This design comes from an exercise in tuning for small area and a short achievable clock period on the open sky130 flow, not from production work. Where RTL was checked, it was by simulation tests only, not by an equivalence proof against the original. Power is estimated from default activity; no workload was simulated.

Setup of job 101:
Design mc_fifo, start of the top module:
module mc_fifo
#(
    parameter int WIDTH     = mc_fifo_pkg::DEF_WIDTH,
    parameter int DEPTH     = mc_fifo_pkg::DEF_DEPTH,
    parameter int CHANNELS  = mc_fifo_pkg::DEF_CHANNELS,
    parameter int AF_MARGIN = mc_fifo_pkg::DEF_AF_MARGIN,
    parameter int AE_MARGIN = mc_fifo_pkg::DEF_AE_MARGIN
) (
    input  logic                          clk,
    input  logic                          reset,
    input  logic                          write_en,
    input  logic [mc_fifo_pkg::width_of(CHANNELS)-1:0] wr_ch,
    input  logic [WIDTH-1:0]              data_in,
    input  logic                          read_en,
    input  logic [mc_fifo_pkg::width_of(CHANNELS)-1:0] rd_ch,
    input  logic                          clear_err,
    output logic [WIDTH-1:0]              data_out,
    output logic                          data_valid,
    output logic [CHANNELS-1:0]           full,
    output logic [CHANNELS-1:0]           empty,
    output logic [CHANNELS-1:0]           almost_full,
    output logic [CHANNELS-1:0]           almost_empty,
    output logic [mc_fifo_pkg::width_of(DEPTH):0]      rd_count,
    output logic [CHANNELS-1:0]           overflow,
    output logic [CHANNELS-1:0]           underflow
);
    localparam int CW = mc_fifo_pkg::width_of(CHANNELS);
    localparam int AW = mc_fifo_pkg::width_of(DEPTH);
    if ((DEPTH < 4) || ((DEPTH & (DEPTH - 1)) != 0)) begin : g_bad_depth
        $error("mc_fifo: DEPTH must be a power of two and at least 4");
    end
    if (CHANNELS < 1) begin : g_bad_channels
  ...
For scale: roughly 2400 cells after synthesis, roughly 56 I/O pins, about 41000 um^2 of cells after synthesis.
==> flow/config.mk <==
export PLATFORM = sky130hd
export DESIGN_NAME = mc_fifo
export DESIGN_NICKNAME = mc_fifo
export VERILOG_FILES = /design/flow/design.v
export SDC_FILE = /design/flow/constraint.sdc
export NUM_CORES = 4
export LEC_CHECK = 0
export CAP_MARGIN = 20
export CORE_MARGIN = 2
export CORE_UTILIZATION = 50
export CTS_CLUSTER_DIAMETER = 70
export CTS_CLUSTER_SIZE = 30
export SETUP_SLACK_MARGIN = 1.8
export SLEW_MARGIN = 20
export SYNTH_HIERARCHICAL = 1
export SYNTH_MINIMUM_KEEP_SIZE = 0
==> flow/constraint.sdc <==
create_clock -name core_clock -period 4.0 [get_ports {clk}]
set_input_delay 0.8000 -clock core_clock [delete_from_list [all_inputs] [get_ports {clk}]]
set_output_delay 0.8000 -clock core_clock [all_outputs]
set_load 0.01 [all_outputs]
run.sh (not shown) runs the stock make flow with config.mk's settings and CLKGATE_MAP_FILE= SYNTH_SCRIPT=/design/flow/synth_recipe.tcl, a recipe that flattens the netlist after the stock synthesis.
Setup changes, job 101 to job 102
- a change of SETUP_SLACK_MARGIN from 1.8 to 2.1
Notes after the runs:
- Area share of buffers outside the clock network: job 102 vs job 101 up 0.57 points
- Between job 102 and job 101, the difference in combinational group share of total power is negligible.
- Of job 102 and job 101, job 101 shows the lower global routing met3 resource utilization, with job 102 above it.
- Comparing job 102 and job 101, the higher sequential fraction of design power is on job 101.
- Worst setup slack: job 102 vs job 101 down 16 ps
- In job 102 the worst IR drop on VDD turned out 0.053 mV higher than in job 101.
- Maximum clock path buffer count: job 102 vs job 101 identical
- Job 102 ended with more minimum clock period after layout than job 101.
Function was not checked in any run of this note: the RTL went through the layout flow alone.


mc_fifo, a different RTL version from the one above (not shown whole).
For scale: ~2400 cells after synthesis, about 1100 flip-flops, roughly 56 I/O pins.
clock: 4.0 ns
lec_check: 0
cap_margin: 20
core_margin: 2
core_utilization: 60
cts_cluster_diameter: 70
cts_cluster_size: 30
setup_slack_margin: 1.65
slew_margin: 20
synth_hierarchical: 1
synth_minimum_keep_size: 0
==> next run, changes <==
CORE_UTILIZATION = 50   (was 60)
SETUP_SLACK_MARGIN = 1.85   (was 1.65)
Outcome:
- design area climbs by 3.6%
- worst hold slack is worse by 4.3 ps
- routed wire length climbs by 3.9%
- synthesized cell count stays the same
- clock skew climbs by 8.5 ps
==> next run, changes <==
SETUP_SLACK_MARGIN = 1.65   (was 1.85)
Global-route usage falls by 0.44 points.
Register-to-register slack degrades by 30 ps.
Clock skew is about the same.
Routed wire length drops by 3.3%.
Setup slack degrades by 4.1 ps.
Sequential share of layout area goes up by 2.1 points.
Area after synthesis does not change.
Via count shrinks by 3.0%.
Non-clock buffer count goes down by 36.
Fmax hardly moves.
No functional check of the RTL was part of any run of this note.


Another version of the RTL of mc_fifo (not shown whole).
Size: roughly 1100 flip-flops, roughly 56 I/O pins, ~43000 um2 of cells after synthesis.
==> flow/config.mk <==
export PLATFORM = sky130hd
export DESIGN_NAME = mc_fifo
export DESIGN_NICKNAME = mc_fifo
export VERILOG_FILES = /design/flow/design.v
export SDC_FILE = /design/flow/constraint.sdc
export NUM_CORES = 4
export LEC_CHECK = 0
export CAP_MARGIN = 20
export CORE_MARGIN = 2
export CORE_UTILIZATION = 40
export SETUP_SLACK_MARGIN = 1.7
export SLEW_MARGIN = 20
==> flow/constraint.sdc <==
create_clock -name core_clock -period 4.0 [get_ports {clk}]
set_input_delay 0.8000 -clock core_clock [delete_from_list [all_inputs] [get_ports {clk}]]
set_output_delay 0.8000 -clock core_clock [all_outputs]
set_load 0.01 [all_outputs]
The baseline finished clean.
Change:
SETUP_SLACK_MARGIN = unset   (was 1.7)
The new run produced a clean layout; clock power is about the same; non-clock buffer count went down by 235; clock skew went down by 4.3 ps; final area went down by 7.8%; setup slack loses 960 ps; hold slack gains 13 ps; cell count went down by 5.1%; routed wire length went down by 7.9%; register-to-register slack loses 480 ps; synthesized area is unchanged; global-route usage went down by 1.7 points.


mc_fifo, a different RTL version from the one above (not shown whole).
For scale: about 2400 cells after synthesis, roughly 56 I/O pins, ~42000 um2 of cells after synthesis.
make LEC_CHECK=0 CAP_MARGIN=20 CORE_MARGIN=2 CORE_UTILIZATION=50 CTS_CLUSTER_DIAMETER=70 CTS_CLUSTER_SIZE=30 GPL_TIMING_DRIVEN=0 SETUP_SLACK_MARGIN=1.65 SLEW_MARGIN=20 SYNTH_HIERARCHICAL=1 SYNTH_MINIMUM_KEEP_SIZE=0 finish   # period 4.0 ns
The first run produced a clean layout.
Then changed:
- CAP_MARGIN: 20 -> 0
- GPL_TIMING_DRIVEN: 0 -> default
- SLEW_MARGIN: 20 -> 0
Global-route usage increases by 0.11 points.
Die area stays the same.
Final cell count is lower by 2.9%.
Then changed:
- CORE_UTILIZATION: 50 -> 70
Area after synthesis does not change.
Via count goes up by 1.7%.
Worst hold slack gets better by 12 ps.
First-iteration DRC count is lower by 9.1%.
Global-route usage rose by 8.2 points.
Total power goes down by 4.2%.
Die area went down by 28%.
Worst setup slack gets worse by 42 ps.
Then changed:
- CORE_UTILIZATION: 70 -> 60
Combinational power grows by about 3%.
Die area grows by 16%.
Worst setup slack is better by 37 ps.
Hold slack is about the same.
Cell count grows by 4.8%.
Global-route usage shrinks by 4.2 points.
Clock skew shrinks by 4.9 ps.
Final area grows by 1.2%.
Utilization shrinks by 10 points.
Clock-buffer cell count grows by 5.


Setup of before:
Another version of the RTL of mc_fifo (not shown whole).
Size in the first run: roughly 1100 flip-flops, about 56 I/O pins, about 41000 um^2 of cells after synthesis.
export LEC_CHECK = 0
export CAP_MARGIN = 20
export CORE_MARGIN = 2
export CORE_UTILIZATION = 50
export CTS_CLUSTER_DIAMETER = 70
export CTS_CLUSTER_SIZE = 30
export SETUP_SLACK_MARGIN = 1.8
export SLEW_MARGIN = 20
export SYNTH_HIERARCHICAL = 1
export SYNTH_MINIMUM_KEEP_SIZE = 0
create_clock -name core_clock -period 4.0 [get_ports {clk}]
before finished every stage and its layout cleared the timing, DRC and antenna checks.
--- input diff before..after ---
# before
export LEC_CHECK = 0
export CAP_MARGIN = 20
export CORE_MARGIN = 2
export CORE_UTILIZATION = 50
export CTS_CLUSTER_DIAMETER = 70
export CTS_CLUSTER_SIZE = 30
export SETUP_SLACK_MARGIN = 1.8
export SLEW_MARGIN = 20
export SYNTH_HIERARCHICAL = 1
export SYNTH_MINIMUM_KEEP_SIZE = 0
create_clock -name core_clock -period 4.0 [get_ports {clk}]
# after
export LEC_CHECK = 0
export CAP_MARGIN = 20
export CORE_MARGIN = 2
export CORE_UTILIZATION = 50
export SETUP_SLACK_MARGIN = 1.8
export SLEW_MARGIN = 20
export SYNTH_HIERARCHICAL = 1
export SYNTH_MINIMUM_KEEP_SIZE = 0
create_clock -name core_clock -period 4.0 [get_ports {clk}]
## What came out
Summary of after over before: sequential share of layout area decreased by 3.0 points relative to the old numbers, number of buffers created by CTS increased by 58 relative to the old numbers, utilization after layout increased by 2.5 points relative to the old numbers, proportion of cell area spent on the clock network increased by 2.9 points relative to the old numbers. Row CTS H-tree depth: after higher / before lower. Combinational power (higher): after.
No run of this note included a check of the RTL's function; only the layout flow was run.


mc_fifo with an RTL version that a note above also has.
Size in the first run: ~2400 cells after synthesis, ~1100 flip-flops, ~56 I/O pins.
export LEC_CHECK = 0
export CAP_MARGIN = 0
export CORE_MARGIN = 2
export CORE_UTILIZATION = 50
export CTS_CLUSTER_DIAMETER = 70
export CTS_CLUSTER_SIZE = 30
export SETUP_SLACK_MARGIN = 1.65
export SLEW_MARGIN = 0
export SYNTH_HIERARCHICAL = 1
export SYNTH_MINIMUM_KEEP_SIZE = 0
export TNS_END_PERCENT = 10
create_clock -name core_clock -period 4.0 [get_ports {clk}]
Then changed:
Settings changed: CAP_MARGIN 0 to 20, SLEW_MARGIN 0 to 20, TNS_END_PERCENT 10 to not set.
Combinational power decreases by about 1%.
Sequential share of layout area decreases by 0.28 points.
First-iteration DRC count increases by 5.3%.
Sequential power stays flat.
Final area increases by 0.41%.
Sequential cell count is unchanged.
Die area is unchanged.

==> port drivers added, routing unchanged <==
How much do the figures lean on ideal ports? The routed layouts below were timed once more, with nothing changed but the port constraints. Step 1 (the two cells are an assumption about what drives the block):
set clk [get_ports {clk}]
set_driving_cell -lib_cell sky130_fd_sc_hd__clkbuf_16 $clk
set_driving_cell -lib_cell sky130_fd_sc_hd__buf_2 [delete_from_list [all_inputs] $clk]
Step 2 also shifts input and output timing later by t, the mid clock arrival at the registers, as if the neighbouring blocks saw the same clock. a / b / c = ideal ports / drivers / drivers and shift; a / b = the first two.
run	t, ns	setup WS [ns]	clock arrival spread, ns	slew at the worst register clock pin (ns)	worst slew at a driven data input, ns
job 101	0.694	1.516 / 1.454 / 1.111	0.033 / 0.033	0.11 / 0.11	0.11
job 102	0.715	1.499 / 1.433 / 1.350	0.040 / 0.040	0.12 / 0.12	0.03
the first run of note 2	0.704	1.613 / 1.573 / 1.009	0.028 / 0.029	0.11 / 0.11	0.10
the second run of note 2	0.707	1.619 / 1.576 / 1.191	0.046 / 0.046	0.12 / 0.12	0.10
the third run of note 2	0.716	1.615 / 1.545 / 0.985	0.036 / 0.036	0.11 / 0.11	0.06
the first run of note 3	0.746	1.072 / 0.999 / 0.590	0.035 / 0.035	0.07 / 0.07	0.24
the second run of note 3	0.737	0.114 / 0.044 / 0.147	0.032 / 0.032	0.07 / 0.07	0.22
the first run of note 4	0.708	1.660 / 1.598 / 1.015	0.028 / 0.029	0.11 / 0.11	0.06
the second run of note 4	0.709	1.680 / 1.612 / 1.053	0.034 / 0.034	0.11 / 0.11	0.04
the third run of note 4	0.686	1.638 / 1.618 / 1.044	0.031 / 0.031	0.11 / 0.11	0.04
the fourth run of note 4	0.697	1.675 / 1.608 / 1.068	0.030 / 0.030	0.11 / 0.11	0.05
before	0.718	1.335 / 1.335 / 1.016	0.036 / 0.036	0.12 / 0.12	0.13
after	0.725	1.362 / 1.293 / 1.020	0.024 / 0.024	0.07 / 0.07	0.12
the first run of note 6	0.717	1.458 / 1.392 / 0.932	0.039 / 0.038	0.12 / 0.12	0.09
the second run of note 6	0.708	1.675 / 1.610 / 1.057	0.036 / 0.036	0.11 / 0.11	0.04
After both steps setup and hold are still met in every run listed. For the first run of note 4, which loses most, drivers alone change the setup slack by -0.062 ns; drivers and shift together by -0.645 ns.
